Source: an optimization exercise on an open RTL-to-GDS flow (aim: small area and a short achievable clock period). Production flows keep margins and buffers that such runs may drop.
At most, simulation tests tie the RTL to the original design; equivalence was not proved.
The RTL of runs 3 to 6 was laid out without a check of its function.
Power and IR drop assume default switching activity.

## design/flow/config.mk

```make
export PLATFORM = sky130hd
export DESIGN_NAME = quire_acc_writer
export DESIGN_NICKNAME = quire_acc_writer
export VERILOG_FILES = /design/flow/design.v
export SDC_FILE = /design/flow/constraint.sdc
export NUM_CORES = 4
export LEC_CHECK = 0
export CAP_MARGIN = 20
export CORE_MARGIN = 2
export CORE_UTILIZATION = 40
export SETUP_SLACK_MARGIN = 2.8
export SLEW_MARGIN = 20
```

## design/flow/constraint.sdc

```tcl
create_clock -name core_clock -period 7.0 [get_ports {clk}]
set_input_delay 1.4000 -clock core_clock [delete_from_list [all_inputs] [get_ports {clk}]]
set_output_delay 1.4000 -clock core_clock [all_outputs]
set_load 0.01 [all_outputs]
```

## design/flow/design.v

```verilog
module quire_acc_writer (
    input  logic                     clk,
    input  logic                     rst_n,
    input  logic                     in_valid,
    output logic                     in_ready,
    input  logic [63:0]              in_mag,
    input  logic                     in_sign,
    input  logic [8:0]               in_off,
    input  logic                     flush,
    output logic                     csa_enable,
    input  logic [1:0]               adr_even,
    input  logic [1:0]               adr_odd,
    output logic [79:0]              frac_even,
    output logic [79:0]              frac_odd,
    input  logic                     rd_finish,
    output logic                     busy,
    output logic                     ovf,
    output logic                     guard_full
);
    typedef enum logic [1:0] {ACCUM, FLUSH_WAIT, DRAIN, CLEAR} state_t;
    state_t        state_q, state_d;
    logic          in_ready_q;
    logic          csa_enable_q;
    logic          ovf_q;
    logic          s1_v_q;
    logic [63:0]   s1_mag_q;
    logic          s1_sign_q;
    logic [8:0]    s1_off_q;
    logic          s2_v_q;
    logic [63:0]   s2_eop_q, s2_oop_q;
    logic          s2_sign_q;
    logic          s2_ovchk_q;
    logic          s2_hnz_q;
    logic          s2_clr_q;
    logic [3:0]    s2_ers_q, s2_ors_q;
    logic [3:0]    s2_ewe_q, s2_owe_q;
    logic [79:0]   even_q [4];
    logic [79:0]   odd_q  [4];
    logic          accept;
    logic [1:0]    ea, oa;
    logic [3:0]    ers, ors;
    logic [79:0]   e_rd, o_rd, e_sum, o_sum, e_wd, o_wd;
    assign accept = in_valid & in_ready_q;
    assign guard_full = 1'b0;
    always_comb begin
        state_d = state_q;
        case (state_q)
            ACCUM:      if (flush)     state_d = FLUSH_WAIT;
            FLUSH_WAIT: if (!s1_v_q)   state_d = DRAIN;
            DRAIN:      if (rd_finish) state_d = CLEAR;
            CLEAR:                     state_d = ACCUM;
            default:                   state_d = ACCUM;
        endcase
    end
    always_ff @(posedge clk or negedge rst_n) begin
        if (!rst_n) begin
            state_q      <= ACCUM;
            in_ready_q   <= 1'b1;
            csa_enable_q <= 1'b1;
            s1_v_q       <= 1'b0;
            s2_v_q       <= 1'b0;
            s2_clr_q     <= 1'b0;
            s2_ewe_q     <= '0;
            s2_owe_q     <= '0;
            s2_ovchk_q   <= 1'b0;
        end else begin
            state_q      <= state_d;
            in_ready_q   <= (state_d == ACCUM);
            csa_enable_q <= (state_d != DRAIN) && (state_d != CLEAR);
            s1_v_q       <= accept;
            s2_v_q       <= s1_v_q;
            s2_clr_q     <= (state_d == CLEAR);
            s2_ewe_q     <= (state_d == CLEAR) ? 4'hF : (s1_v_q ? ers : 4'h0);
            s2_owe_q     <= (state_d == CLEAR) ? 4'hF : (s1_v_q ? ors : 4'h0);
            s2_ovchk_q   <= s1_v_q && (s1_off_q[8:6] == 3'd7);
        end
    end
    logic [127:0] w;
    assign w = {64'b0, s1_mag_q} << s1_off_q[5:0];
    assign oa = s1_off_q[8:7];
    assign ea = s1_off_q[8:7] + {1'b0, s1_off_q[6]};
    always_comb begin
        for (int i = 0; i < 4; i++) begin
            ors[i] = (oa == i[1:0]);
            ers[i] = (ea == i[1:0]) && (s1_off_q[8:6] != 3'd7);
        end
    end
    always_ff @(posedge clk) begin
        s1_mag_q  <= in_mag;
        s1_sign_q <= in_sign;
        s1_off_q  <= in_off;
        s2_sign_q <= s1_sign_q;
        s2_eop_q  <= (s1_off_q[6] ? w[127:64] : w[63:0]) ^ {64{s1_sign_q}};
        s2_oop_q  <= (s1_off_q[6] ? w[63:0] : w[127:64]) ^ {64{s1_sign_q}};
        s2_hnz_q  <= (w[127:64] != '0);
        s2_ers_q  <= ers;
        s2_ors_q  <= ors;
    end
    always_comb begin
        e_rd = '0;
        o_rd = '0;
        for (int i = 0; i < 4; i++) begin
            e_rd = e_rd | (even_q[i] & {80{s2_ers_q[i]}});
            o_rd = o_rd | (odd_q[i]  & {80{s2_ors_q[i]}});
        end
    end
    qaw_sklansky_add #(.W(80)) u_eadd (
        .a(e_rd), .b({{16{s2_sign_q}}, s2_eop_q}), .ci(s2_sign_q), .s(e_sum));
    qaw_sklansky_add #(.W(80)) u_oadd (
        .a(o_rd), .b({{16{s2_sign_q}}, s2_oop_q}), .ci(s2_sign_q), .s(o_sum));
    assign e_wd = s2_clr_q ? 80'b0 : e_sum;
    assign o_wd = s2_clr_q ? 80'b0 : o_sum;
    always_ff @(posedge clk or negedge rst_n) begin
        if (!rst_n) begin
            ovf_q <= 1'b0;
            for (int i = 0; i < 4; i++) begin
                even_q[i] <= '0;
                odd_q[i]  <= '0;
            end
        end else begin
            if (s2_clr_q) ovf_q <= 1'b0;
            else if (s2_ovchk_q && s2_hnz_q) ovf_q <= 1'b1;
            for (int i = 0; i < 4; i++) begin
                if (s2_ewe_q[i]) even_q[i] <= e_wd;
                if (s2_owe_q[i]) odd_q[i]  <= o_wd;
            end
        end
    end
    assign in_ready   = in_ready_q;
    assign csa_enable = csa_enable_q;
    assign ovf        = ovf_q;
    assign busy       = (state_q != ACCUM) || s1_v_q || s2_v_q;
    assign frac_even  = even_q[adr_even];
    assign frac_odd   = odd_q[adr_odd];
endmodule
module qaw_sklansky_add #(parameter int W = 80) (
    input  logic [W-1:0] a,
    input  logic [W-1:0] b,
    input  logic         ci,
    output logic [W-1:0] s
);
    localparam int L = 7;   
    logic [W-1:0] p0;
    logic [W-1:0] g [L+1];
    logic [W-1:0] p [L+1];
    assign p0 = a ^ b;
    always_comb begin
        g[0] = a & b;
        p[0] = p0;
        g[0][0] = (a[0] & b[0]) | (p0[0] & ci);
        for (int l = 0; l < L; l++) begin
            g[l+1] = g[l];
            p[l+1] = p[l];
            for (int i = 0; i < W; i++) begin
                if (((i >> l) & 1) == 1) begin
                    g[l+1][i] = g[l][i] | (p[l][i] & g[l][((i >> l) << l) - 1]);
                    p[l+1][i] = p[l][i] & p[l][((i >> l) << l) - 1];
                end
            end
        end
    end
    assign s = p0 ^ {g[L][W-2:0], ci};
endmodule
```

## design/flow/run.sh

```bash
#!/bin/bash
# synth_recipe.tcl (not shown) runs the flow's synth.tcl, then flattens the netlist and writes it again
# the make line also repeats each setting of config.mk as NAME=value (left out here)
make -C /OpenROAD-flow-scripts/flow DESIGN_CONFIG=/design/flow/config.mk WORK_HOME=/design/flow/orfs CLKGATE_MAP_FILE= SYNTH_SCRIPT=/design/flow/synth_recipe.tcl finish
```

==> run notes, run 1 <==
- The worst setup path is launched from a primary input.
- The distinct cell type count of the synthesized netlist is 88.
- The mapped netlist covers 50200 um^2.
- The minimum setup slack in the final design is 2800 ps.
- The final-stage net count is 5037.
- The full die area is 128000 um^2.
- The detailed router finished its first iteration with 3656 violations.
- The share of the clock period used by the worst path is 59.9%.
- The overall routing resource usage is 25.4%.
- Traced cell by cell, the critical path runs through buf_16 -> buf_16 -> mux4_2 -> clkdlybuf4s50_1.
- The clock network accounts for 19.7% of the total power.
- The non-filler instance count after layout is 6511.
- The count of flip-flops with a built-in enable after synthesis is 0.
- The maximum vdd ir drop is 253 uV.
- The run finished with no timing, DRC or antenna violations.
- The source-to-sink clock delay at the later pin of the worst-skew pair is 700 ps.
- The internal power consumption is 0.0163 W.
- At the end of the flow the core is filled with cells to 48.0%.
- The number of top-level pins is 248.
- The number of placed instances, taps included is 6244.
- The placeable core region is 124000 um^2.
- The post-route antenna net violation count is 0.
- Averaged over all synthesized cells, the footprint is 10.8 um^2.
- The maximum number of pins on one net before global-route repair is 150.
- The tool flagged a number of max-cap violations equal to 0.
- The count of warnings emitted by yosys is 6.
- The y dimension of the die is 358 um.
- The number of nets handed over by synthesis was 4894.
- The number of endpoints with negative hold slack in the final report is 0.
- Once placement finished, the instance area stood at 54000 um^2.
- In this design, the stage delay of the slowest critical-path cell is 520 ps.
- The number of buffers on the longest clock path is 3.
- At the pin with the least slew margin, the transition time is 1120 ps.
- In this run the tool buffered the top-level ports with 246 buffer cells.
- Clock-pin slew was measured on the worst setup and hold paths at 60 ps.
- The analysis attributes to net switching a power of 0.0109 W.
- Power spread over the standard cell area amounts to 456 nW/um^2.
- For the final database, setup skew stands at 30.4 ps.
- After detailed routing, the number of remaining DRC violations is 0.
- The maximum operating frequency is 238 MHz.
- Of all nets on the critical path, the largest fanout is 14.
- The wire length of the first global-routing pass is 247000 um.
- In the final layout, the share of cells above drive strength 1 is 23.8%.
- Data on the critical path is required at its endpoint by 5600 ps.
- The part of the power in combinational logic is 46.8%.
- Counting the fill cells in the layout gives 11.3k.
- The number of global-route vias before repair was 38.4k.
- Counting stages on the worst path, the most repeated cell is buf_16.
- STA classifies the critical path endpoint as an output port.
- Among all flip-flop cells after synthesis, the most frequent one is dfrtp_1.
- The pre-antenna-repair detailed-routing pass consisted of 6 iterations.
- With fillers left out, the area of the finished cells amounts to 59600 um^2.
- The number of cells produced by synthesis is 4639.
- The worst slew margin relative to its limit is 25.1%.
- The floorplan row count is 129.
- The count of pins over their slew limit came to 0.
- The switching share of power is 39.9%.
- The cell leakage power is 25.6 nW.
- The min-delay analysis places its worst path in the category register to register.
- The signal arrival time at the worst endpoint is 2800 ps.
- The initial standard-cell utilization of the core is 40.4%.
- Relative to the synthesized area, the layout overhead comes to 18.8%.
- The synthesized design contains 869 register bits.
- After detailed routing, the average wire length per cell comes to 25.8 um.
- Setup repair after global routing could not meet its margin everywhere.
- The initial antenna violation count is 11.
- The estimated wirelength of the detail-placed design is 113000 um.
- From left edge to right edge, the die measures 358 um.
- The post-route minimum period is 4200 ps.
- The library cell used as clock root buffer is clkbuf_16.
- The final setup TNS is 0 ps.
- After detailed routing, the number of vias per cell comes to 6.04.
- Routability-driven placement finished with a final weighted congestion of 0.953.
- The worst slack at placement is 1960 ps.
- The clock sink count is 869.
- Per report_power, the sequential group accounts for 33.5% of the total.
- The path type of the worst setup path is primary input to output port.
- The cell with the largest stage delay on the worst path is mux4_2.
- For this run, the register share of the synthesized area comes to 41.2%.
- For this block, the routed nets add up to 168000 um of wire.
- Setup violations remaining at the end of the flow were counted as 0.
- The number of vias after detailed routing is 39.3k.
- TritonCTS built the clock tree.
- Of all flip-flops after synthesis, the portion carrying an async set or reset was 75.6%.
- The remaining global-route overflow is 0.
- The number of buffers inserted during clock tree synthesis is 98.
- The maximum level of the CTS H-tree is 3.
[worst paths after layout]
kind	startpoint	end	slack, ps	cells after the start
worst max-delay path	adr_odd[0]	frac_odd[41]	2800	4
min in group asynchronous	rst_n	even_q[2][5]	720	1
worst min register to register	s2_hnz_q	ovf_q	470	2
max in group asynchronous	rst_n	odd_q[3][26]	4750	2
worst max register to register	s2_ers_q[0]	even_q[2][55]	2860	14
worst min-delay path	s2_hnz_q	ovf_q	470	2
[Yosys cell counts, types with 13 or more instances]
cell type | instances | area share (%)
dfrtp_1 | 655 | 33
nand2_1 | 547 | 4.1
mux2_2 | 454 | 10
a22oi_1 | 318 | 4.8
clkbuf_1 | 254 | 1.9
mux4_2 | 219 | 9.8
dfxtp_1 | 212 | 8.5
nor2_1 | 179 | 1.3
o21ai_0 | 177 | 1.8
ha_1 | 156 | 3.9
a21oi_1 | 155 | 1.5
xnor2_1 | 136 | 2.4
mux2i_1 | 113 | 2.3
o2bb2ai_1 | 94 | 1.6
xor2_1 | 87 | 1.5
inv_1 | 85 | 0.64
nor3_1 | 85 | 0.85
o31ai_1 | 80 | 1.2
buf_1 | 65 | 0.49
a21o_1 | 63 | 0.94
nand3_1 | 58 | 0.58
nor2b_1 | 36 | 0.45
nand4_1 | 32 | 0.40
o211ai_1 | 25 | 0.37
o21a_1 | 22 | 0.33
a31oi_1 | 21 | 0.26
and2_1 | 17 | 0.21
fa_1 | 16 | 0.64
and3_1 | 15 | 0.19
and4_1 | 15 | 0.26
a31o_2 | 14 | 0.24
or2_2 | 14 | 0.17
o32ai_1 | 13 | 0.23
[repair_timing]
item | CTS | global route
gates cloned | 14 | 6
pin swaps | 10 | 37
setup buffers | 21 | 34
setup endpoints to repair | 566 | 345
gates resized for setup | 95 | 194
hold buffers | 0 | 0
[through the flow]
stage          hold WS, ps  power, W
2_1_floorplan          339    0.0168
3_3_place_gp           451    0.0210
3_5_place_dp           463    0.0212
4_1_cts                479    0.0268
5_1_grt                529    0.0288
6_report               473    0.0272
[registers in the layout, indices dropped and copies added (netlist names), 2 cells and up]
register / flops
state_q: 2
s2_oop_q: 64
even_q: 320
s2_owe_q: 4
s2_ors_q: 4
s1_off_q: 9
odd_q: 320
s2_ewe_q: 4
s1_mag_q: 64
s2_eop_q: 64
s2_ers_q: 4
[area by class of cell]
class                           instances  area, um^2  area share (%)
Inverter                               94         358           0.600
Sequential cell                       869       20800            34.8
Timing Repair Buffer                  377        4420            7.41
Tap cell                             1637        2050            3.44
Antenna cell                            7        17.5          0.0294
Multi-Input combinational cell       3342       28700            48.1
Clock buffer                          152        2990            5.02
Clock inverter                         33         383           0.642
[critical path, delay by kind of cell]
kind | cells | cell delay, ps
buffers and inverters | 3 | 860
multiplexers | 1 | 520
[cell families (layout without fill, tap and decap cells)]
logic type	after synthesis	in the layout	synth area share, %
AOI/OAI and AO/OA	1118	1118	15.7
xor gates and xnor gates	223	223	3.89
adders and majority gates	172	172	4.53
buffers and inverters	428	656	3.26
DFF	869	869	41.2
muxes	786	786	22.3
other	1	8	0.00747
and+or+nand+nor	1042	1042	9.15
[power groups by stage]
stage / sequential (W) / combinational (W) / clock, W
floorplan: 0.00813 / 0.00864 / 0
finish: 0.00910 / 0.0127 / 0.00537
global route: 0.00930 / 0.0138 / 0.00568
CTS: 0.00903 / 0.0123 / 0.00548
global placement: 0.00911 / 0.0119 / 0
detailed placement: 0.00912 / 0.0121 / 0
[per-layer routing]
layer	part of all wire, %	GRT usage [%]	up-vias
met4	4.5	10.3	0
met2	47	40.8	1554
met5	0	0	-
li1	-	-	17631
met1	42	34.3	19789
met3	6.7	4.21	334
[placed cells by master (no fill, tap or decap), types with 16 or more instances in the layout]
master           synthesis  final
a21o_1                  63     63
a21oi_1                155    148
a22oi_1                318    303
a31oi_1                 21     17
and2_1                  17     16
buf_16                   0     16
buf_4                    4     77
clkbuf_1               254     27
clkbuf_16                0    107
clkbuf_8                 0     21
clkdlybuf4s50_1          0    149
dfrtp_1                655    646
dfxtp_1                212    196
dlygate4sd2_1            0     25
dlymetal6s2s_1           0     67
ha_1                   156    139
ha_4                     0     16
inv_1                   85     81
mux2_2                 454    449
mux2i_1                113    111
mux4_2                 219    219
nand2_1                547    540
nand3_1                 58     57
nand4_1                 32     32
nor2_1                 179    177
nor2b_1                 36     35
nor3_1                  85     74
o211ai_1                25     25
o21a_1                  22     21
o21ai_0                177    174
o2bb2ai_1               94     94
o31ai_1                 80     77
xnor2_1                136    133
xor2_1                  87     82
==> inputs of run 2 (changes only) <==
--- a/design/flow/config.mk
+++ b/design/flow/config.mk
@@ -9,4 +9,3 @@
 export CORE_MARGIN = 2
 export CORE_UTILIZATION = 40
-export SETUP_SLACK_MARGIN = 2.8
 export SLEW_MARGIN = 20
==> run notes, run 2 <==
- The largest registers in the layout are even_q x320, odd_q x320.
- The detailed router placed 38.3k vias in this run.
- The source-to-sink clock delay at the later pin of the worst-skew pair is 680 ps.
- The multi-input combinational cells in the finished layout cover a total of 27900 um^2.
- Pin placement for this block handled 248 I/O pins.
- The floorplan has 129 rows.
- Across the VDD grid, the largest voltage drop is 214 uV.
- The number of placed instances, taps included is 6251.
- The first global-routing pass estimated 236000 um of wire.
- For flop-to-flop paths, the worst setup slack is 1970 ps.
- Clock skew on the completed layout was measured at 24.5 ps.
- The worst min-delay path category is register to register.
- For this block, the initial DRC count from the detailed router was 3681.
- The worst hold slack across all endpoints is 476 ps.
- The number of max-cap violations is 0.
- Traced cell by cell, the critical path runs through buf_4 -> buf_4 -> a22oi_1 -> nand2_1 -> ha_1 -> nand4_1 -> or2_1 -> or3_4 -> o21ai_4 -> inv_4 -> o31ai_1 -> fa_1 -> nor2b_1 -> mux2_2.
- During placement, the flow inserted port buffers numbering 246.
- The count of warnings emitted by yosys is 6.
- The critical path starts at s2_ers_q[0].
- The initial utilization of the core area, before any placement, comes to 40.4%.
- The cell type contributing the most total cell area after synthesis is dfrtp_1.
- The distinct cell type count of the synthesized netlist is 88.
- The part of the power in combinational logic is 46.4%.
- The clock edge transition at the registers on the reported setup and hold paths is 50 ps.
- After synthesis the netlist holds a flip-flop and latch count of 869.
- After synthesis, the mean cell area works out to 10.8 um^2.
- The most frequent standard cell in the layout excluding fill and tap cells is dfrtp_1.
- At the pin with the least slew margin, the transition time is 1150 ps.
- In the final layout, the share of cells above drive strength 1 is 20.4%.
- STA classifies the critical path startpoint as a register.
- In the layout the commonest cells are 646 x dfrtp_1, 547 x nand2_1, 454 x mux2_2, 318 x a22oi_1, 241 x clkdlybuf4s50_1.
- The cell with the largest stage delay on the worst path is buf_4.
- The combined area of all synthesized cells is 50200 um^2.
- Dividing the detail-routed via count by the number of cells gives 5.95.
- The initial antenna violation count is 9.
- The area growth from synthesis to layout is 14.6%.
- For the final routed database, the setup TNS stands at 0 ps.
- The TritonCTS clock tree is built.
- The estimated wirelength of the detail-placed design is 107000 um.
- The non-filler instance count after layout is 6441.
- After global routing the overflow that remains totals 0.
- The flow ran to the end and the layout has no timing, DRC or antenna violations.
- The count of flip-flops with a built-in enable after synthesis is 0.
- The commonest cells after synthesis are 655 x dfrtp_1, 547 x nand2_1, 454 x mux2_2.
- Net switching is 38.8% of the power.
- The floorplan step defined a die boundary enclosing 128000 um^2.
- In this run the post-CTS setup repair buffer count came out at 0.
- The area used by sequential logic in the layout is 20700 um^2.
- The number of hold-repair buffers added at the cts stage is 0.
- The share of flip-flops with an asynchronous set or reset after synthesis is 75.6%.
- The path type of the worst setup path is register to register.
- The die is 358 um wide.
- In this run the most critical hold path is launched from s2_hnz_q.
- The delay of the slowest critical-path stage is 710 ps.
- STA classifies the critical path endpoint as a register.
- For this design the static power due to leakage is 24.1 nW.
- The number of endpoints with negative hold slack in the final report is 0.
- The number of iterations in the first detailed-routing pass is 6.
- The number of buffers on the longest clock path is 3.
- Entering global routing, the biggest net connects 156 pins.
- The residual DRC count is 0.
- The clock sink count is 869.
- For this block, the routed nets add up to 156000 um of wire.
- Gates resized during post-CTS repair numbered 0.
- The number of global-route vias before repair was 37.1k.
- The final-stage net count is 4970.
- Clock tree synthesis inserted a total of 99 buffers.
- For this design the ratio of total power to cell area is 461 nW/um^2.
- The library cell used as clock root buffer is clkbuf_16.
- Synthesis produced a netlist with a net count of 4894.
- The count of pins over their slew limit is 0.
- The most common cell in the synthesized netlist is dfrtp_1.
- Summed over all nets, the switching power comes to 0.0103 W.
- The y dimension of the die is 358 um.
- The number of cells produced by synthesis is 4639.
- Routability-driven placement finished with a final weighted congestion of 0.968.
- The fill cell total of the finished layout is 11.4k.
- The post-route minimum period is 5030 ps.
- The top cell type by area accounts for 32.7% of the synthesized area.
- Of the total power, the clock network draws 20.6%.
- The count of final setup violators is 0.
- Measured against its own limit, the worst slew margin works out to 22.8%.
- The most numerous cell type found on the critical path is buf_4.
- Dividing the detail-routed wire length by the instance count gives 24.2 um.
- In this run the standard cell core region covers 124000 um^2.
- Along the worst path, the maximum fanout reaches 50.
- The commonest register cell after synthesis is dfrtp_1.
- STA puts the critical path data arrival time at 5570 ps.
- For this run, the top clock speed supported by timing is 199 MHz.
- Yosys attributes the largest share of cell area to dfrtp_1 33%, mux2_2 10%, mux4_2 9.8%.
- The post-route antenna net violation count is 0.
- Of the synthesized area, sequential elements account for 41.2%.
- The H-tree was split into 3 levels.
- The share of the clock period used by the worst path is 71.8%.
- Setup repair after global routing left no endpoint under its margin.
- The internal power consumption is 0.0162 W.
- In this run the critical register-to-register path is launched from s2_ers_q[0].
- In this run, flip-flops and latches consume 33.0% of the power.
- For this run, the total global-route usage over all layers was measured as 23.9%.
- At the worst endpoint, the required time is 7540 ps.
## run 2: final timing paths
kind                                 endpoint  cells past startpoint
min in group asynchronous       even_q[2][13]                      1
worst min-delay path                    ovf_q                      2
max in group asynchronous        odd_q[1][76]                      2
worst max register to register  even_q[2][64]                     14
worst max-delay path            even_q[2][64]                     14
worst min register to register          ovf_q                      2
## run 2: layout make-up
class                      instances  area share, %
tap                             1637           3.56
antenna                            6         0.0261
timing repair buffer             309           5.33
multi-input combinational       3342           48.4
clock buffer                     158           5.41
clock inverter                    26          0.576
sequential                       869           36.0
inverter                          94          0.618
## run 2: kinds of logic (layout without fill, tap and decap cells)
logic type | count (synthesis) | in the layout | synth area share (%)
AO/OA/AOI/OAI | 1118 | 1118 | 15.7
adder cells (fa/ha/maj) | 172 | 172 | 4.53
XOR/XNOR | 223 | 223 | 3.89
other | 1 | 7 | 0.00747
AND/OR/NAND/NOR | 1042 | 1042 | 9.15
buffers and inverters | 428 | 587 | 3.26
flip-flops | 869 | 869 | 41.2
multiplexers | 786 | 786 | 22.3
## run 2: worst max-delay path: cells and delay by family, from the launching register on
kind / cells / cell delay (ps)
AO/OA/AOI/OAI: 3 / 1110
adder cells (fa/ha/maj): 2 / 730
buffers and inverters: 3 / 1220
flip-flops: 1 / 310
multiplexers: 1 / 320
AND/OR/NAND/NOR: 5 / 1160
## run 2: per-stage QoR
stage / cell area, um^2 / util (%) / setup slack (ps) / total power [W]
3_3_place_gp: 54100 / 43.6 / 2040 / 0.0208
6_report: 57500 / 46.3 / 1970 / 0.0265
3_5_place_dp: 54100 / 43.6 / 2020 / 0.0211
4_1_cts: 57500 / 46.3 / 2000 / 0.0266
2_1_floorplan: 50200 / - / 2350 / 0.0168
5_1_grt: 57500 / 46.3 / 1750 / 0.0282
## run 2: power by group through the flow
stage | clock (W) | combinational (W) | sequential [W]
after floorplan | 0 | 0.00864 | 0.00813
after global placement | 0 | 0.0121 | 0.00873
after detailed placement | 0 | 0.0123 | 0.00880
after CTS | 0.00557 | 0.0123 | 0.00872
after global routing | 0.00578 | 0.0134 | 0.00900
final | 0.00545 | 0.0123 | 0.00875
## run 2: layer usage
metal	vias up	global-route usage, %	wire, um
met3	210	4.07	10900
met1	19275	33.9	68600
met4	0	7.62	4380
met2	1350	37.3	72000
met5	-	0	0
li1	17491	-	-
==> inputs of run 3 (changes only) <==
--- a/design/flow/design.v
+++ b/design/flow/design.v
@@ -76,6 +76,12 @@
         end
     end
-    logic [127:0] w;
-    assign w = {64'b0, s1_mag_q} << s1_off_q[5:0];
+    logic [63:0] r0, r1, r2, r3, r4, rot, tm;
+    assign r0 = s1_off_q[0] ? {s1_mag_q[62:0], s1_mag_q[63]} : s1_mag_q;
+    assign r1 = s1_off_q[1] ? {r0[61:0], r0[63:62]} : r0;
+    assign r2 = s1_off_q[2] ? {r1[59:0], r1[63:60]} : r1;
+    assign r3 = s1_off_q[3] ? {r2[55:0], r2[63:56]} : r2;
+    assign r4 = s1_off_q[4] ? {r3[47:0], r3[63:48]} : r3;
+    assign rot = s1_off_q[5] ? {r4[31:0], r4[63:32]} : r4;
+    always_comb for (int i = 0; i < 64; i++) tm[i] = (i[5:0] >= s1_off_q[5:0]) ^ s1_off_q[6];
     assign oa = s1_off_q[8:7];
     assign ea = s1_off_q[8:7] + {1'b0, s1_off_q[6]};
@@ -91,7 +97,7 @@
         s1_off_q  <= in_off;
         s2_sign_q <= s1_sign_q;
-        s2_eop_q  <= (s1_off_q[6] ? w[127:64] : w[63:0]) ^ {64{s1_sign_q}};
-        s2_oop_q  <= (s1_off_q[6] ? w[63:0] : w[127:64]) ^ {64{s1_sign_q}};
-        s2_hnz_q  <= (w[127:64] != '0);
+        s2_eop_q  <= (rot & tm) ^ {64{s1_sign_q}};
+        s2_oop_q  <= (rot & ~tm) ^ {64{s1_sign_q}};
+        s2_hnz_q  <= ((rot & tm) != '0);
         s2_ers_q  <= ers;
         s2_ors_q  <= ors;
--- a/design/flow/config.mk
+++ b/design/flow/config.mk
@@ -9,3 +9,4 @@
 export CORE_MARGIN = 2
 export CORE_UTILIZATION = 40
+export SETUP_SLACK_MARGIN = 3.2
 export SLEW_MARGIN = 20
==> run notes, run 3 <==
- The flow ran to the end and the layout has no timing, DRC or antenna violations.
- The count of buffers inserted at the top-level ports is 246.
- Per report_power, the clock group accounts for 18.0% of the total.
- The maximum number of pins on one net before global-route repair is 169.
- STA classifies the critical path startpoint as a register.
- The initial standard-cell utilization of the core is 40.4%.
- The routability-driven placement congestion ratio is 0.936.
- The synthesized design spends more area on one cell type than any other, namely dfrtp_1.
- The path type of the worst setup path is register to register.
- The initial antenna violation count came to 5.
- The final-stage net count is 5170.
- The cell type group with the largest total delay on the critical path is compound AO/OA/AOI/OAI gates.
- The largest clock skew in the final design is 40.9 ps.
- Hold timing on the final database bottoms out at a slack of 427 ps.
- In the final layout, the registers with the most flip-flops are even_q x320, odd_q x320.
- The delay of the slowest critical-path stage is 430 ps.
- The switching share of power is 40.4%.
- The maximum operating frequency is 238 MHz.
- Setup violations remaining at the end of the flow were counted as 0.
- The power density relative to cell area is 464 nW/um^2.
- The number of design-rule violations left by the first detailed-router iteration is 4641.
- Setup repair after global routing could not meet its margin everywhere.
- The commonest register cell after synthesis is dfrtp_1.
- The count of pins over their slew limit is 0.
- At the pin with the least slew margin, the transition time is 1430 ps.
- The remaining global-route overflow is 0.
- The clock sink count is 869.
- In the finished design, the share of the clock period the worst path needs comes to 60.1%.
- The number of buffers and inverters on the critical path is 4.
- Once detail routing completed, the nets flagged for antenna violations numbered 0.
- Synthesis inferred 869 register bits.
- The sequential cell fraction of total power is 29.8%.
- The signal on the critical path passes through buf_4 -> buf_12 -> a22oi_1 -> nand2_1 -> ha_4 -> a21o_1 -> a21o_1 -> a21o_1 -> a221o_1 -> o21bai_4 -> a211oi_4 -> buf_4 -> o2111a_1 -> or2_4 -> a2111oi_4 -> buf_4 -> o32ai_2.
- Cell internal power was estimated by the tool at 0.0184 W.
- The routed wire length is 181000 um.
- The sequential cell area fraction in the yosys report is 40.7%.
- In the final routed layout, each cell accounts on average for 27.2 um.
- The residual DRC count is 0.
- Synthesis produced a netlist whose cell count is 4530.
- The worst setup path is captured at a register.
- The TritonCTS clock tree is built.
- Of the total power, combinational logic draws 52.3%.
- The worst hold path belongs to the class register to register.
- Across the run, the number of max-cap violations was 0.
- Yosys mapped the design onto 89 distinct sky130hd cell types.
- The source-to-sink clock delay at the later pin of the worst-skew pair is 730 ps.
- The H-tree was split into 3 levels.
- The estimated wirelength of the detail-placed design is 107000 um.
- For the worst setup path, the data arrival time is 4760 ps.
- In the synthesized netlist the async set-or-reset flop fraction comes to 75.6%.
- The placeable core region is 126000 um^2.
- Global routing consumed, over all layers together, 26.0% of the routing resources.
- Synthesis produced a netlist with a net count of 4785.
- The die is 361 um tall.
- In the synthesized netlist, the cells that appear most often are 655 x dfrtp_1, 509 x mux2_2, 373 x nand2_1.
- The number of global-route vias before repair is 39.6k.
- The count of warnings emitted by yosys is 6.
- The net switching power is 0.0125 W.
- The floorplan row count is 130.
- The floorplan step set the die width to 361 um.
- In this run the mean area of a mapped cell was 11.2 um^2.
- The combined area of all synthesized cells is 50800 um^2.
- After clock tree synthesis, the clock-pin slew on the worst setup and hold paths is 60 ps.
- The library cell used as clock root buffer is clkbuf_16.
- The post-route minimum period is 4200 ps.
- Compared with the post-synthesis result, the final layout area differs by 30.8%.
- The cell with the largest stage delay on the worst path is dfxtp_4.
- The clock passes through at most 3 buffers.
- In this run the worst path has a maximum fanout of 41.
- The number of top-level pins is 248.
- The full die area is 130000 um^2.
- Summed over its instances, the top area cell type makes up 32.2% of the synthesized netlist area.
- The first detailed-routing pass took 8 iterations.
- Headroom to the max-slew limit came out at 4.33%.
- By area the synthesized netlist is led by dfrtp_1 32%, mux2_2 11%, mux4_2 11%.
- The final setup TNS is 0 ps.
- The most frequent standard cell in the layout excluding fill and tap cells is dfrtp_1.
- The number of endpoints with negative hold slack in the final report is 0.
- The count of flip-flops with a built-in enable after synthesis is 0.
- After detailed routing, the number of vias per cell comes to 6.21.
- Summing over every cut layer, the via total after detailed routing is 41.3k.
- STA puts the critical path data required time at 7560 ps.
- The maximum vdd ir drop is 242 uV.
- Leaving out fill and tap cells, the most frequent cells in the layout are 646 x dfrtp_1, 376 x mux2_2, 339 x nand2_1, 284 x a22oi_1, 242 x mux4_2.
- The number of buffers inserted during clock tree synthesis is 98.
- For this design the static power due to leakage is 27.4 nW.
- The wire length of the first global-routing pass is 259000 um.
- The most common cell in the synthesized netlist is dfrtp_1.
- Cells with a size suffix above 1 make up 40.2% of the layout.
==> run 3: cell types whose count changed after synthesis, moves of 18 or more <==
cell	delta
nor2_1	+30
o31ai_1	-66
nand2b_1	+41
mux4_2	+23
o32ai_1	+32
xnor2_1	+30
mux2_2	+55
nand3_1	-18
a21oi_1	-32
nand2_1	-174
o21a_1	+18
inv_1	+31
o21ai_0	-105
==> run 3: timing repair <==
item                                    CTS  global route
hold buffers                              0             0
pin swaps                               148           219
buffers inserted                        138           132
endpoints found under the setup margin  671           572
gates resized for setup                 874           768
gates cloned                             28             9
==> run 3: cells by family (layout without fill, tap and decap cells) <==
family	count (synthesis)	after routing	share of synthesized area (%)
simple gates	966	966	8.88
mux	862	862	24.2
fa+ha+maj	172	172	4.47
xor+xnor	244	244	4.20
other cells	1	2	0.00737
buf+inv	437	903	3.33
flops	869	869	40.7
compound gates	979	981	14.2
==> run 3: path summary, 6_finish.rpt <==
kind | cells after the start | startpoint | endpoint | slack, ps
worst min register to register | 0 | s1_sign_q | s2_sign_q | 430
worst max-delay path | 17 | s2_ors_q[0] | odd_q[1][78] | 2800
worst min-delay path | 0 | s1_sign_q | s2_sign_q | 430
min in group asynchronous | 1 | rst_n | even_q[1][23] | 670
max in group asynchronous | 2 | rst_n | even_q[1][77] | 4820
worst max register to register | 17 | s2_ors_q[0] | odd_q[1][78] | 2800
==> run 3: area by class of cell <==
cell class,instances,area (um^2)
repair buffers,601,6690
diodes,1,2.50
flip-flops and latches,869,20800
inverters,119,452
multi-input cells,3226,33100
clock inverters,34,458
fillers,10648,59400
well taps,1650,2060
clock buffers,149,3010
==> run 3: worst register-to-register path: cells and delay by family, from the launching register on <==
kind | cells | cell delay [ps]
DFF | 1 | 430
buffers and inverters | 4 | 770
AOI/OAI and AO/OA | 10 | 2250
adders and majority gates | 1 | 230
and+or+nand+nor | 2 | 370
==> run 3: through the flow <==
step           setup slack, ps  std cells  total power (W)  area, um^2  utilization, %
6_report                  2800       6649           0.0308       66500            52.8
5_1_grt                   2710       6648           0.0324       66500            52.8
4_1_cts                   2850       6506           0.0283       62400            49.5
3_5_place_dp              2010       6157           0.0214       54700            43.5
3_3_place_gp              2010       6157           0.0212       54700            43.5
2_1_floorplan             3150       4530           0.0170       51000               -
==> run 3: metal layers <==
layer	routed length, um	up-vias	track usage (%)
li1	-	17859	-
met1	77800	21206	36.9
met2	81600	1833	40.0
met3	13400	417	3.72
met4	7990	4	10.2
met5	22	-	0
==> run 3: power by group through the flow <==
stage / clock (W) / sequential [W] / combinational, W
6_report: 0.00554 / 0.00919 / 0.0161
4_1_cts: 0.00564 / 0.00903 / 0.0136
5_1_grt: 0.00584 / 0.00942 / 0.0172
3_5_place_dp: 0 / 0.00910 / 0.0123
2_1_floorplan: 0 / 0.00818 / 0.00884
3_3_place_gp: 0 / 0.00905 / 0.0121
==> inputs of run 4 (changes only) <==
--- a/design/flow/design.v
+++ b/design/flow/design.v
@@ -28,8 +28,9 @@
     logic [8:0]    s1_off_q;
     logic          s2_v_q;
-    logic [63:0]   s2_eop_q, s2_oop_q;
+    logic [63:0]   s2_rot_q;
+    logic [6:0]    s2_off_q;
+    logic [63:0]   s2_eop, s2_oop;
     logic          s2_sign_q;
     logic          s2_ovchk_q;
-    logic          s2_hnz_q;
     logic          s2_clr_q;
     logic [3:0]    s2_ers_q, s2_ors_q;
@@ -77,4 +78,5 @@
     end
     logic [63:0] r0, r1, r2, r3, r4, rot, tm;
+    logic [63:0] s2_tm;
     assign r0 = s1_off_q[0] ? {s1_mag_q[62:0], s1_mag_q[63]} : s1_mag_q;
     assign r1 = s1_off_q[1] ? {r0[61:0], r0[63:62]} : r0;
@@ -83,5 +85,7 @@
     assign r4 = s1_off_q[4] ? {r3[47:0], r3[63:48]} : r3;
     assign rot = s1_off_q[5] ? {r4[31:0], r4[63:32]} : r4;
-    always_comb for (int i = 0; i < 64; i++) tm[i] = (i[5:0] >= s1_off_q[5:0]) ^ s1_off_q[6];
+    always_comb for (int i = 0; i < 64; i++) s2_tm[i] = (i[5:0] >= s2_off_q[5:0]) ^ s2_off_q[6];
+    assign s2_eop = (s2_rot_q & s2_tm) ^ {64{s2_sign_q}};
+    assign s2_oop = (s2_rot_q & ~s2_tm) ^ {64{s2_sign_q}};
     assign oa = s1_off_q[8:7];
     assign ea = s1_off_q[8:7] + {1'b0, s1_off_q[6]};
@@ -97,7 +101,6 @@
         s1_off_q  <= in_off;
         s2_sign_q <= s1_sign_q;
-        s2_eop_q  <= (rot & tm) ^ {64{s1_sign_q}};
-        s2_oop_q  <= (rot & ~tm) ^ {64{s1_sign_q}};
-        s2_hnz_q  <= ((rot & tm) != '0);
+        s2_rot_q  <= rot;
+        s2_off_q  <= s1_off_q[6:0];
         s2_ers_q  <= ers;
         s2_ors_q  <= ors;
@@ -112,7 +115,7 @@
     end
     qaw_sklansky_add #(.W(80)) u_eadd (
-        .a(e_rd), .b({{16{s2_sign_q}}, s2_eop_q}), .ci(s2_sign_q), .s(e_sum));
+        .a(e_rd), .b({{16{s2_sign_q}}, s2_eop}), .ci(s2_sign_q), .s(e_sum));
     qaw_sklansky_add #(.W(80)) u_oadd (
-        .a(o_rd), .b({{16{s2_sign_q}}, s2_oop_q}), .ci(s2_sign_q), .s(o_sum));
+        .a(o_rd), .b({{16{s2_sign_q}}, s2_oop}), .ci(s2_sign_q), .s(o_sum));
     assign e_wd = s2_clr_q ? 80'b0 : e_sum;
     assign o_wd = s2_clr_q ? 80'b0 : o_sum;
@@ -126,5 +129,5 @@
         end else begin
             if (s2_clr_q) ovf_q <= 1'b0;
-            else if (s2_ovchk_q && s2_hnz_q) ovf_q <= 1'b1;
+            else if (s2_ovchk_q && ((s2_rot_q & s2_tm) != '0)) ovf_q <= 1'b1;
             for (int i = 0; i < 4; i++) begin
                 if (s2_ewe_q[i]) even_q[i] <= e_wd;
==> run notes, run 4 <==
- The commonest register cell after synthesis is dfrtp_1.
- The wire length of the first global-routing pass is 258000 um.
- The growth of design area from synthesis to finish is 33.1%.
- The wire-length estimate of the detail-placed layout is 110000 um.
- Once the floorplan was initialized, standard cells occupied 40.2% of the core.
- The number of endpoints with negative hold slack in the final report is 0.
- The final setup TNS is 0 ps.
- The number of vias after detailed routing is 40.5k.
- Of all cell types, the one taking the most synthesized area is dfrtp_1.
- The number of top-level pins is 248.
- Using the TritonRoute via totals, the vias-per-cell ratio works out to 6.13.
- STA puts the critical path data arrival time at 5340 ps.
- Synthesis instantiated 85 different standard cells from the library.
- The combined area of all synthesized cells is 49500 um^2.
- Leaving out fill and tap cells, the most frequent cell in the layout is dfrtp_1.
- The worst setup path is captured at a register.
- The finished cells cover 65900 um^2.
- The first TritonRoute pass finished after 5 iterations.
- The flow ran to the end and the layout has no timing, DRC or antenna violations.
- The cell type group with the largest total delay on the critical path is compound AO/OA/AOI/OAI gates.
- After clock tree synthesis, the clock-pin slew on the worst setup and hold paths is 60 ps.
- In the global route stage, overall resource usage came out at 26.9%.
- The floorplan step set the die width to 356 um.
- 0 antenna diodes ended up in the layout.
- The share of the clock period used by the worst path is 68.5%.
- The final layout contains 5149 nets.
- The tightest min-delay check is of the register to register type.
- For this run, the register share of the synthesized area comes to 39.4%.
- The source-to-sink clock delay at the later pin of the worst-skew pair is 730 ps.
- Along the worst path, the maximum fanout reaches 6.
- The share of the synthesized area in the top cell type is 33.1%.
- The synthesized netlist net count is 4732.
- The number of max-cap violations is 0.
- Synthesis produced a netlist whose cell count is 4479.
- The sort of element at the start of the critical path is a register.
- For this design, the slowest cell found on the critical path is fa_2.
- The path type of the worst setup path is register to register.
- The die is 356 um tall.
- The largest clock skew in the final design is 32.1 ps.
- Of all flip-flops after synthesis, the portion carrying an async set or reset was 81.0%.
- The number of buffers and inverters on the critical path is 3.
- Input and output buffers added on the ports amount to 246.
- After detailed routing, the total wire length is 178000 um.
- The full die area is 127000 um^2.
- The maximum level of the CTS H-tree is 3.
- Synthesis inferred 811 register bits.
- For the finished layout, the period the worst path requires is 4790 ps.
- For this design the ratio of total power to cell area is 471 nW/um^2.
- The cell leakage power is 28.2 nW.
- The average footprint of a synthesized cell is 11.1 um^2.
- The initial antenna violation count is 4.
- The worst pin sits at a relative slew slack of 8.06%.
- In this run, synthesis inferred 0 flip-flops with an integrated enable.
- Setup violations remaining at the end of the flow were counted as 0.
- On the worst path, the slowest cell contributes a delay of 430 ps.
- For the pin with the worst max-slew slack, the measured transition is 1380 ps.
- Entering global routing, the biggest net connects 151 pins.
- The routability-driven placement congestion ratio is 0.998.
- The number of buffers inserted during clock tree synthesis is 92.
- The share of final-layout standard cells stronger than drive strength 1 is 42.1%.
- TritonCTS built the clock tree.
- The maximum operating frequency is 209 MHz.
- Yosys instantiated no cell more often than dfrtp_1.
- The count of nets left with antenna violations once routing finished came out at 0.
- The count of pins over their slew limit is 0.
- Setup repair after global routing could not meet its margin everywhere.
- The placeable core region is 123000 um^2.
- The count of warnings emitted by yosys is 6.
- Counting along the longest clock path gives a buffer depth of 3.
- Walking the worst path, the cells encountered are buf_8 -> or2_4 -> or3_4 -> xor2_2 -> nor2b_2 -> xnor2_2 -> fa_2 -> nor2b_4 -> o2111ai_2 -> a211o_1 -> a211oi_4 -> nor2_4 -> buf_6 -> a2111oi_4 -> buf_4 -> or2_4 -> a21o_1 -> o41ai_4 -> xnor2_2 -> o2bb2ai_1.
- The worst path required time is 7540 ps.
- The clock sink count is 811.
- The floorplan has 129 rows.
- For this run, design rule violations remaining after detail routing come to 0.
- Across the VDD grid, the largest voltage drop is 214 uV.
- The largest registers in the layout are even_q x320, odd_q x320.
- By area the synthesized netlist is led by dfrtp_1 33%, mux4_2 13%, mux2_2 10%.
- The number of hold-repair buffers added at the cts stage is 0.
- In the layout the commonest cells are 646 x dfrtp_1, 436 x nand2_1, 320 x a22oi_1, 293 x mux2_4, 288 x mux4_2.
- Ranked by instance count, the synthesized netlist is headed by 655 x dfrtp_1, 467 x nand2_1, 457 x mux2_2.
- The number of design-rule violations left by the first detailed-router iteration is 3833.
- Summed over all layers, the global routing overflow is 0.
- Clock tree synthesis selected as its root buffer the cell clkbuf_16.
- The area after detailed placement is 53800 um^2.
- The number of global-route vias before repair is 39.5k.
- In the final routed layout, each cell accounts on average for 26.9 um.
==> run 4: layer usage <==
metal / track usage, % / wire (um)
met1: 37.6 / 74500
met2: 41.6 / 81100
met3: 4.62 / 14300
met4: 11.1 / 8040
met5: 0 / 29
==> run 4: path summary, 6_finish.rpt <==
| path | end | cells after the start | startpoint | slack, ps |
|---|---|---|---|---|
| worst max-delay path | even_q[2][79] | 20 | s2_off_q[4] | 2210 |
| worst min-delay path | s2_sign_q | 0 | s1_sign_q | 330 |
| worst max register to register | even_q[2][79] | 20 | s2_off_q[4] | 2210 |
| worst min register to register | s2_sign_q | 0 | s1_sign_q | 330 |
| max in group asynchronous | odd_q[1][72] | 2 | rst_n | 4890 |
| min in group asynchronous | s1_v_q | 1 | rst_n | 700 |
==> run 4: logic make-up (layout without fill, tap and decap cells) <==
family / after synthesis / in the layout / synth area share [%]
other: 1 / 1 / 0.00757
flip-flops: 811 / 811 / 39.4
buffers and inverters: 488 / 981 / 3.73
AND/OR/NAND/NOR: 937 / 937 / 8.62
multiplexers: 785 / 785 / 24.3
XOR/XNOR: 281 / 281 / 4.97
AO/OA/AOI/OAI: 1006 / 1006 / 14.5
adder cells (fa/ha/maj): 170 / 170 / 4.51
==> run 4: timing repair <==
| action | CTS | global route |
|---|---|---|
| setup buffers | 176 | 127 |
| gates cloned | 17 | 1 |
| gates resized for setup | 1330 | 541 |
| pin swaps | 213 | 206 |
| endpoints found under the setup margin | 744 | 692 |
==> run 4: per-stage QoR <==
step           setup WS (ps)  hold slack, ps  power, W  std cells  utilization, %
3_3_place_gp            1550             324    0.0210       6117            43.6
4_1_cts                 2320             336    0.0288       6480            50.6
6_report                2210             330    0.0311       6609            53.5
3_5_place_dp            1520             319    0.0212       6117            43.6
5_1_grt                 2130             343    0.0326       6609            53.5
2_1_floorplan           2960             309    0.0168       4479               -
==> run 4: power by group <==
group          total [W]  switching [W]  internal, W
registers        0.00856        0.00185      0.00671
clock network    0.00519        0.00214      0.00305
logic             0.0173        0.00859      0.00874
total             0.0311         0.0126       0.0185
==> run 4: area by class of cell <==
cell class / instances / area, um^2
Clock buffer: 131 / 2680
Clock inverter: 39 / 548
Fill cell: 10429 / 57400
Inverter: 187 / 706
Multi-Input combinational cell: 3180 / 33600
Sequential cell: 811 / 19600
Tap cell: 1637 / 2050
Timing Repair Buffer: 624 / 6750
==> inputs of run 5 (changes only) <==
==> design/flow/design.v (replaced) <==
module quire_acc_writer (
    input  logic                     clk,
    input  logic                     rst_n,
    input  logic                     in_valid,
    output logic                     in_ready,
    input  logic [63:0]              in_mag,
    input  logic                     in_sign,
    input  logic [8:0]               in_off,
    input  logic                     flush,
    output logic                     csa_enable,
    input  logic [1:0]               adr_even,
    input  logic [1:0]               adr_odd,
    output logic [79:0]              frac_even,
    output logic [79:0]              frac_odd,
    input  logic                     rd_finish,
    output logic                     busy,
    output logic                     ovf,
    output logic                     guard_full
);
    typedef enum logic [1:0] {ACCUM, FLUSH_WAIT, DRAIN, CLEAR} state_t;
    state_t        state_q, state_d;
    logic          in_ready_q;
    logic          csa_enable_q;
    logic          ovf_q;
    logic          s1_v_q;
    logic [63:0]   s1_mag_q;
    logic          s1_sign_q;
    logic [8:0]    s1_off_q;
    logic          s2_v_q;
    logic [63:0]   s2_eop_q, s2_oop_q;
    logic          s2_sign_q;
    logic [1:0]    s2_ea_q, s2_oa_q;
    logic          s2_drop_q;
    logic [79:0]   even_q [4];
    logic [79:0]   odd_q  [4];
    logic          accept;
    logic [127:0]  w;
    logic          clr;
    logic [79:0]   e_rd, o_rd, e_sum, o_sum, e_wd, o_wd;
    logic [3:0]    e_we, o_we;
    assign accept = in_valid & in_ready_q;
    assign guard_full = 1'b0;
    always_comb begin
        state_d = state_q;
        case (state_q)
            ACCUM:      if (flush)     state_d = FLUSH_WAIT;
            FLUSH_WAIT: if (!s1_v_q)   state_d = DRAIN;
            DRAIN:      if (rd_finish) state_d = CLEAR;
            CLEAR:                     state_d = ACCUM;
            default:                   state_d = ACCUM;
        endcase
    end
    always_ff @(posedge clk or negedge rst_n) begin
        if (!rst_n) begin
            state_q      <= ACCUM;
            in_ready_q   <= 1'b1;
            csa_enable_q <= 1'b1;
            s1_v_q       <= 1'b0;
            s2_v_q       <= 1'b0;
        end else begin
            state_q      <= state_d;
            in_ready_q   <= (state_d == ACCUM);
            csa_enable_q <= (state_d != DRAIN) && (state_d != CLEAR);
            s1_v_q       <= accept;
            s2_v_q       <= s1_v_q;
        end
    end
    assign w = {64'b0, s1_mag_q} << s1_off_q[5:0];
    always_ff @(posedge clk) begin
        s1_mag_q  <= in_mag;
        s1_sign_q <= in_sign;
        s1_off_q  <= in_off;
        s2_sign_q <= s1_sign_q;
        s2_eop_q  <= s1_off_q[6] ? w[127:64] : w[63:0];
        s2_oop_q  <= s1_off_q[6] ? w[63:0]   : w[127:64];
        s2_oa_q   <= s1_off_q[8:7];
        s2_ea_q   <= s1_off_q[8:7] + {1'b0, s1_off_q[6]};
        s2_drop_q <= (s1_off_q[8:6] == 3'd7);
    end
    assign clr = (state_q == CLEAR);
    assign e_rd = even_q[s2_ea_q];
    assign o_rd = odd_q[s2_oa_q];
    assign e_sum = e_rd + {{16{s2_sign_q}}, s2_eop_q ^ {64{s2_sign_q}}} + {79'b0, s2_sign_q};
    assign o_sum = o_rd + {{16{s2_sign_q}}, s2_oop_q ^ {64{s2_sign_q}}} + {79'b0, s2_sign_q};
    assign e_wd = clr ? 80'b0 : e_sum;
    assign o_wd = clr ? 80'b0 : o_sum;
    always_comb begin
        for (int i = 0; i < 4; i++) begin
            e_we[i] = clr | (s2_v_q & !s2_drop_q & (s2_ea_q == i[1:0]));
            o_we[i] = clr | (s2_v_q & (s2_oa_q == i[1:0]));
        end
    end
    always_ff @(posedge clk or negedge rst_n) begin
        if (!rst_n) begin
            ovf_q <= 1'b0;
            for (int i = 0; i < 4; i++) begin
                even_q[i] <= '0;
                odd_q[i]  <= '0;
            end
        end else begin
            if (clr) ovf_q <= 1'b0;
            else if (s2_v_q && s2_drop_q && (s2_eop_q != '0)) ovf_q <= 1'b1;
            for (int i = 0; i < 4; i++) begin
                if (e_we[i]) even_q[i] <= e_wd;
                if (o_we[i]) odd_q[i]  <= o_wd;
            end
        end
    end
    assign in_ready   = in_ready_q;
    assign csa_enable = csa_enable_q;
    assign ovf        = ovf_q;
    assign busy       = (state_q != ACCUM) || s1_v_q || s2_v_q;
    assign frac_even  = even_q[adr_even];
    assign frac_odd   = odd_q[adr_odd];
endmodule
--- a/design/flow/config.mk
+++ b/design/flow/config.mk
@@ -9,4 +9,3 @@
 export CORE_MARGIN = 2
 export CORE_UTILIZATION = 40
-export SETUP_SLACK_MARGIN = 3.2
 export SLEW_MARGIN = 20
==> run notes, run 5 <==
- For the pin with the worst max-slew slack, the measured transition is 1140 ps.
- The largest registers in the layout are even_q x320, odd_q x320.
- Summing all placed instances gives a cell area of 56800 um^2.
- After clock tree synthesis, the setup repair step added 0 buffers.
- The number of hold buffers added after CTS was 0.
- The count of final setup violators is 0.
- In the routed design, unresolved DRC markers number 0.
- The placeable core region is 131000 um^2.
- At the worst endpoint, the arrival time is 6210 ps.
- The overall routing resource usage is 26.2%.
- The clock edge transition at the registers on the reported setup and hold paths is 60 ps.
- Headroom to the max-slew limit came out at 23.1%.
- Detailed placement ended at an HPWL of 130000 um.
- The finished cells cover 60200 um^2.
- The post-route minimum period is 5630 ps.
- The remaining global-route overflow is 0.
- Clock tree synthesis selected as its root buffer the cell clkbuf_16.
- Detailed routing inserted a total of 44.3k vias.
- The number of endpoints with negative hold slack in the final report is 0.
- After detailed placement, the design holds a cell count of 7243.
- STA classifies the critical path startpoint as a register.
- The number of global-route vias before repair came to 42.8k.
- For this run, the detailed router's first-pass iteration total came to 6.
- Along the worst path, the maximum fanout reaches 40.
- At the worst endpoint, the required time is 7580 ps.
- The final layout contains routed wiring with a total length of 180000 um.
- The floorplan step set the die height to 368 um.
- The critical path goes through mux4_2 -> ha_1 -> a21oi_1 -> o21ai_0 -> a2111oi_0 -> nor2_1 -> a2111oi_0 -> a2111oi_0 -> buf_4 -> o21ai_1 -> nand2_1 -> and4_1 -> a2111oi_1 -> a21oi_1.
- The sequential cell area fraction in the yosys report is 38.5%.
- For this run, the top clock speed supported by timing is 178 MHz.
- Cells with a size suffix above 1 make up 13.2% of the layout.
- Counting stages on the worst path, the most repeated cell is a2111oi_0.
- After synthesis, the most frequently instantiated cells are 1041 x nand2_1, 667 x o21ai_0, 645 x dfrtp_1.
- In this run the core area contains 133 standard-cell rows.
- The number of design-rule violations left by the first detailed-router iteration is 4784.
- Leaving out filler cells and counting taps, the final layout contains 7429.
- The count of pins over their slew limit is 0.
- The synthesized netlist net count is 5839.
- Port buffering added 246 buffers.
- In this run the register-to-register setup slack is 1370 ps.
- Leaving out fill and tap cells, the most frequent cells in the layout are 1040 x nand2_1, 667 x o21ai_0, 645 x dfrtp_1, 465 x a21oi_1, 372 x mux4_2.
- The number of buffers inserted during clock tree synthesis is 98.
- For this configuration, the core starts out at a cell density of 40.3%.
- A synthesized cell averages 9.46 um^2.
- At the end of routability-driven placement, the weighted congestion stood at 0.978.
- The number of gates resized after CTS was 0.
- The clock drives 855 sinks.
- For this run, the leading register cell type out of synthesis is dfrtp_1.
- CTS built an H-tree with a depth of 3.
- Leaving out fill and tap cells, the most frequent cell in the layout is nand2_1.
- The final-stage net count is 5831.
- The path type of the worst setup path is register to register.
- The distinct cell type count of the synthesized netlist is 82.
- The number of top-level pins is 248.
- The initial antenna violation count came to 3.
- Counting flops with a built-in enable in the synthesized netlist gives 0.
- Counting both buffers and inverters, the worst setup path holds a total of 1.
- After synthesis, the largest area contributor takes up 30.5% of total cell area.
- The full die area is 135000 um^2.
- In this run the static leakage power is 25.2 nW.
- The maximum vdd ir drop is 222 uV.
- The number of buffers on the longest clock path is 3.
- Dividing the detail-routed via count by the number of cells gives 5.96.
- The final setup TNS is 0 ps.
- The Yosys step of the flow raised 3 warnings.
- The largest total area in the synthesized netlist belongs to dfrtp_1.
- The most used standard cell by instance count after synthesis is nand2_1.
- Dividing the detail-routed wire length by the instance count gives 24.2 um.
- In this run the remaining antenna-violating nets after routing total 0.
- The growth of design area from synthesis to finish is 13.7%.
- The flow ran to the end and the layout has no timing, DRC or antenna violations.
- The source-to-sink clock delay at the later pin of the worst-skew pair is 720 ps.
- The worst min-delay path category is register to register.
- Clock skew on the completed layout was measured at 45.3 ps.
- The power density relative to cell area is 456 nW/um^2.
- The number of cells produced by synthesis is 5596.
- The first global-routing pass estimated 273000 um of wire.
- From left edge to right edge, the die measures 368 um.
- Across the run, the number of max-cap violations was 0.
- Entering global routing, the biggest net connects 146 pins.
- Summing every instance area after synthesis gives 52900 um^2.
- Yosys attributes the largest share of cell area to dfrtp_1 30%, mux4_2 16%, dfxtp_1 7.9%.
- The synthesis-stage register bit count is 855.
- In the synthesized netlist the async set-or-reset flop fraction comes to 75.7%.
- The cell with the largest stage delay on the worst path is dfxtp_4.
- After layout, the worst path uses 80.4% of the clock period.
- The TritonCTS clock tree is built.
- Setup repair after global routing left no endpoint under its margin.
- The endpoint type of the worst setup path is a register.
- In this design, the largest share of critical-path delay is due to compound AO/OA/AOI/OAI gates.
- The largest single stage delay on the critical path is 960 ps.
[run 5: logic make-up (layout without fill, tap and decap cells)]
group	count (synthesis)	count (layout)	synth area share, %
simple gates	1774	1774	14.4
buf+inv	496	573	3.53
mux	539	539	19.1
flops	855	855	38.5
other cells	1	2	0.00709
fa+ha+maj	160	160	3.81
xor+xnor	267	267	4.42
compound gates	1504	1504	16.2
[run 5: area by class of cell]
| cell class | instances | area [um^2] |
|---|---|---|
| multi-input cells | 4245 | 30800 |
| diodes | 1 | 2.50 |
| repair buffers | 328 | 3170 |
| clock buffers | 141 | 2930 |
| inverters | 60 | 225 |
| well taps | 1755 | 2200 |
| fillers | 12531 | 71300 |
| clock inverters | 44 | 453 |
| flip-flops and latches | 855 | 20400 |
[run 5: worst reg2reg max path, cell delays in order (launching register included)]
cell	delay, ps
dfxtp_4	960
mux4_2	700
ha_1	370
a21oi_1	320
o21ai_0	160
a2111oi_0	440
nor2_1	100
a2111oi_0	540
a2111oi_0	240
buf_4	200
o21ai_1	240
nand2_1	150
and4_1	220
a2111oi_1	690
a21oi_1	170
[run 5: worst paths after layout]
| path | startpoint | to | cells after the start |
|---|---|---|---|
| setup / recovery | s2_oa_q[0] | odd_q[0][79] | 14 |
| max in group asynchronous | rst_n | even_q[0][36] | 2 |
| setup reg to reg | s2_oa_q[0] | odd_q[0][79] | 14 |
| min in group asynchronous | rst_n | odd_q[0][41] | 1 |
| hold / removal | s1_v_q | s2_v_q | 0 |
| hold reg to reg | s1_v_q | s2_v_q | 0 |
[run 5: metal layers]
| metal | vias to the layer above | global-route usage (%) | part of all wire, % |
|---|---|---|---|
| li1 | 20266 | - | - |
| met1 | 22008 | 37.5 | 44 |
| met2 | 1742 | 40.3 | 45 |
| met3 | 286 | 4.60 | 7.7 |
| met4 | 4 | 8.63 | 3.3 |
| met5 | - | 0 | 0.012 |
[run 5: power by group]
group,switching (W),internal [W]
Sequential,0.00137,0.00673
Combinational,0.00852,0.00547
Clock,0.00225,0.00309
[run 5: per-stage QoR]
stage	power, W	hold WS, ps	worst slack (ps)	util (%)
floorplan	0.0170	310	1480	-
global placement	0.0218	421	1460	43.2
detailed placement	0.0219	419	1440	43.2
CTS	0.0274	430	1400	45.8
global route	0.0292	425	826	45.8
finish	0.0274	430	1370	45.8
==> inputs of run 6 (changes only) <==
--- a/design/flow/config.mk
+++ b/design/flow/config.mk
@@ -9,3 +9,4 @@
 export CORE_MARGIN = 2
 export CORE_UTILIZATION = 40
+export SETUP_SLACK_MARGIN = 3.3
 export SLEW_MARGIN = 20
==> run notes, run 6 <==
- After synthesis, the share of flip-flops with an asynchronous set or reset is 75.7%.
- TritonCTS built the clock tree.
- The number of different library cells used by synthesis comes to 82.
- The post-route antenna net violation count is 0.
- The worst min-delay path category is register to register.
- For this run, the top clock speed supported by timing is 226 MHz.
- Clock tree synthesis selected as its root buffer the cell clkbuf_16.
- The maximum number of pins on one net before global-route repair is 177.
- The die extent in x is 368 um.
- The XOR/XNOR share of the synthesized area is 4.42%.
- The net count of the finished layout is 6354.
- After synthesis, flip-flops and latches occupy 38.5% of the total area.
- The non-filler instance count after layout is 7949.
- Leaving out fill and tap cells, the most frequent cell in the layout is nand2_1.
- The startpoint identified for the worst register-to-register timing path is s2_ea_q[0].
- The synthesis-stage register bit count is 855.
- The initial antenna violation count is 3.
- Setup violations remaining at the end of the flow were counted as 0.
- In the final layout, the registers with the most flip-flops are even_q x320, odd_q x320.
- The switching share of power is 44.3%.
- The endpoint with the worst hold slack is s2_oa_q[1].
- The synthesized netlist net count is 5839.
- After detailed routing, the number of vias per cell comes to 6.16.
- The routability-driven placement congestion ratio is 0.972.
- The growth of design area from synthesis to finish is 37.6%.
- The remaining global-route overflow is 0.
- Of the total power, registers draw 23.7%.
- The largest fanout of any net on the critical path is 7.
- The worst register-to-register path ends at even_q[0][69].
- At the pin with the least slew margin, the transition time is 1250 ps.
- For this design the ratio of total power to cell area is 468 nW/um^2.
- The cell leakage power is 30.3 nW.
- At the later pin of the worst-skew pair, clock insertion delay measures 750 ps.
- The count of warnings emitted by yosys is 3.
- The signal arrival time at the worst endpoint is 4990 ps.
- The synthesized netlist occupies a cell area of 52900 um^2.
- nand2_1 is the most common cell in the netlist.
- By count the netlist is led by 1041 x nand2_1, 667 x o21ai_0, 645 x dfrtp_1.
- Per report_power, the clock group accounts for 16.1% of the total.
- The number of vias after detailed routing is 48.9k.
- The commonest register cell after synthesis is dfrtp_1.
- The synthesized design contains 0 enable-type register cells.
- The portion of netlist area occupied by mux cells is 19.1%.
- Between clock sinks in the finished design, the worst skew comes to 40.6 ps.
- The share of the synthesized area in the top cell type is 30.5%.
- The number of top-level pins is 248.
- The first global-routing pass estimated 298000 um of wire.
- The count of pins over their slew limit was 0.
- The number of max-cap violations is 0.
- Sorting the synthesized cells by area gives the leading types as dfrtp_1 30%, mux4_2 16%, dfxtp_1 7.9%.
- The worst setup path is launched from a register.
- The average footprint of a synthesized cell is 9.46 um^2.
- The part of the power in combinational logic is 60.3%.
- The routed design has 205000 um of wire.
- The full die area is 135000 um^2.
- For the worst setup path, the data required time is 7570 ps.
- The HPWL after detailed placement is 130000 um.
- The number of global-route vias before repair came to 45.6k.
- The flow ran to the end and the layout has no timing, DRC or antenna violations.
- The count of inserted antenna diode cells is 0.
- The minimum setup slack in the final design is 2580 ps.
- The worst setup path is captured at a register.
- The number of endpoints with negative hold slack in the final report is 0.
- The first detailed-routing pass ran for 6 iterations.
- The number of buffers on the longest clock path is 3.
- Once placement completed, the tool counted placed cells totaling 7236.
- The worst min-delay path startpoint is s1_off_q[8].
- The overall routing resource usage is 29.0%.
- In the routed design, unresolved DRC markers number 0.
- IR analysis of the VDD net gives a maximum drop of 227 uV.
- The worst setup path is of the register to register kind.
- Of the cells placed in the final design, the portion with a size suffix greater than 1 is 36.7%.
- The combinational family with the most area after synthesis is multiplexers.
- After filler insertion, the fill cell instance count of the layout stands at 10.9k.
- Dividing the detail-routed wire length by the instance count gives 25.8 um.
- In this run the power spent charging and discharging nets is 0.0151 W.
- The synthesized-area fraction occupied by adder cells is 3.81%.
- The top cell types in the final layout, fill and taps aside, are 945 x nand2_1, 645 x dfrtp_1, 375 x o21ai_0, 372 x mux4_2, 330 x buf_6.
- In this run the vertical extent of the chip is 368 um.
- Setup repair after global routing could not meet its margin everywhere.
- The post-route minimum period is 4420 ps.
- In this run the tool buffered the top-level ports with 246 buffer cells.
- The final setup TNS is 0 ps.
- The floorplan has 133 rows.
- The number of hold-repair buffers added at the cts stage is 0.
- The slack of the worst reg-to-reg path is 2580 ps.
- The worst hold path passes through 0 cells.
- After clock tree synthesis, the clock-pin slew on the worst setup and hold paths is 60 ps.
- In this run, CTS created clock tree buffers numbering 97.
- Summing the areas of all compound-gate instances in the mapped netlist gives 16.2% of the synthesized area.
- The clock sink count is 855.
- The detailed router finished its first iteration with 5474 violations.
- The cell type contributing the most total cell area after synthesis is dfrtp_1.
- The number of cell instances on the worst register-to-register path is 15.
- CTS built an H-tree with a depth of 3.
- The share of the clock period used by the worst path is 63.1%.
- The area fraction in and, or, nand and nor cells after synthesis is 14.4%.
- The placeable core region is 131000 um^2.
- The worst slack at placement is 1600 ps.
- The number of cells produced by synthesis is 5596.
- The internal power consumption is 0.0190 W.
- The worst slew margin relative to its limit is 16.2%.
- For this configuration, the core starts out at a cell density of 40.3%.
-- run 6: changes by cell type in the layout (fill, tap and decap cells not counted), moves of 126 or more --
cell | before | now
clkdlybuf4s50_1 | 241 | 81
o21ai_2 | 0 | 141
o21ai_0 | 667 | 375
buf_4 | 76 | 273
o21ai_1 | 2 | 133
buf_6 | 3 | 330
ha_1 | 158 | 32
a21oi_1 | 465 | 324
-- run 6: final cells by class --
class | count | area [um^2] | area share (%)
Clock buffer | 124 | 2840 | 3.90
Clock inverter | 58 | 608 | 0.835
Inverter | 60 | 228 | 0.313
Multi-Input combinational cell | 4245 | 36900 | 50.7
Sequential cell | 855 | 20400 | 28.0
Tap cell | 1755 | 2200 | 3.02
Timing Repair Buffer | 852 | 9640 | 13.2
-- run 6: how the worst max path moves through the flow --
stage,startpoint,to,slack (ps)
6_report,s2_ea_q[0],even_q[0][69],2580
5_1_grt,s2_oa_q[0],odd_q[3][73],2490
4_1_cts,s2_ea_q[0],even_q[3][77],2560
3_5_place_dp,s2_oa_q[0],odd_q[1][69],1600
3_3_place_gp,s2_oa_q[0],odd_q[3][69],1620
2_1_floorplan,s2_ea_q[0],even_q[1][77],2870
-- run 6: logic make-up after synthesis --
group	count (synthesis)
other	1
AO/OA/AOI/OAI	1504
flip-flops	855
XOR/XNOR	267
multiplexers	539
buffers and inverters	496
AND/OR/NAND/NOR	1774
adder cells (fa/ha/maj)	160
-- run 6: worst max-delay path, stage by stage (launching register included) --
cell and delay (ps):
dfxtp_4 400, buf_12 160, buf_12 170, mux4_2 550, ha_2 350, nand2_2 160, o21ai_0 120, a41o_1 260
or4b_4 590, a41o_4 260, o31a_1 300, a211oi_4 350, buf_4 180, buf_6 110, xor2_4 180, o21ai_1 90
-- run 6: power groups by stage --
stage | combinational, W | sequential (W) | clock, W
floorplan | 0.00972 | 0.00763 | 0
global placement | 0.0139 | 0.00804 | 0
finish | 0.0206 | 0.00807 | 0.00548
CTS | 0.0175 | 0.00802 | 0.00555
global route | 0.0218 | 0.00828 | 0.00575
detailed placement | 0.0140 | 0.00813 | 0
-- run 6: through the flow --
stage / cell area [um^2] / utilization (%) / total power, W / hold WS, ps
floorplan: 54000 / - / 0.0174 / 309
global placement: 57200 / 43.5 / 0.0220 / 345
detailed placement: 57200 / 43.5 / 0.0222 / 344
CTS: 68100 / 51.8 / 0.0311 / 356
global route: 72800 / 55.4 / 0.0358 / 363
finish: 72800 / 55.4 / 0.0341 / 355
-- run 6: repair_timing --
action                                  in CTS  in global routing
pin swaps                                  281                315
cloned                                      21                  3
endpoints found under the setup margin     707                644
buffers inserted                           315                192
resized for setup                         1676                778
-- run 6: metal layers --
metal  global-route usage, %  wire (um)  vias to the layer above
li1                        -          -                    21377
met1                    42.1      86700                    24608
met2                    42.5      89600                     2434
met3                    5.93      18400                      506
met4                    11.0      10300                        2
met5                       0         13                        -

-- port drivers added, routing unchanged --
In the flow no input, the clock included, has a driving cell. The finished layouts below were timed again as built, in two steps. Step 1: set_driving_cell puts a clkbuf_16 on clk and a buf_2 on each other input, an assumption about the parent block. Step 2 adds t to the input delays and takes it off the output delays; t is the mean of the earliest and latest rising clock arrival at the registers after step 1. Input paths then give back, and output paths get back, about the clock's delay inside the block. a / b / c = ideal ports / drivers / drivers and shift; a / b = the first two.
| run | t (ns) | setup WS [ns] | worst setup path after step 2 | clock arrival spread, ns | worst register clock-pin slew, ns |
|---|---|---|---|---|---|
| run 1 | 0.763 | 2.805 / 2.575 / 2.575 | input to output | 0.031 / 0.030 | 0.07 / 0.07 |
| run 2 | 0.742 | 1.973 / 1.973 / 1.973 | register to register | 0.025 / 0.025 | 0.07 / 0.07 |
| run 3 | 0.778 | 2.796 / 2.535 / 2.535 | input to output | 0.041 / 0.041 | 0.07 / 0.07 |
| run 4 | 0.788 | 2.207 / 2.207 / 2.207 | register to register | 0.035 / 0.035 | 0.07 / 0.07 |
| run 5 | 0.780 | 1.373 / 1.373 / 1.373 | register to register | 0.049 / 0.049 | 0.07 / 0.07 |
| run 6 | 0.807 | 2.581 / 2.343 / 2.343 | input to output | 0.044 / 0.045 | 0.07 / 0.07 |
After both steps setup and hold are still met in every run listed. For run 3, which loses most, drivers alone change the setup slack by -0.261 ns; drivers and shift together by -0.261 ns.
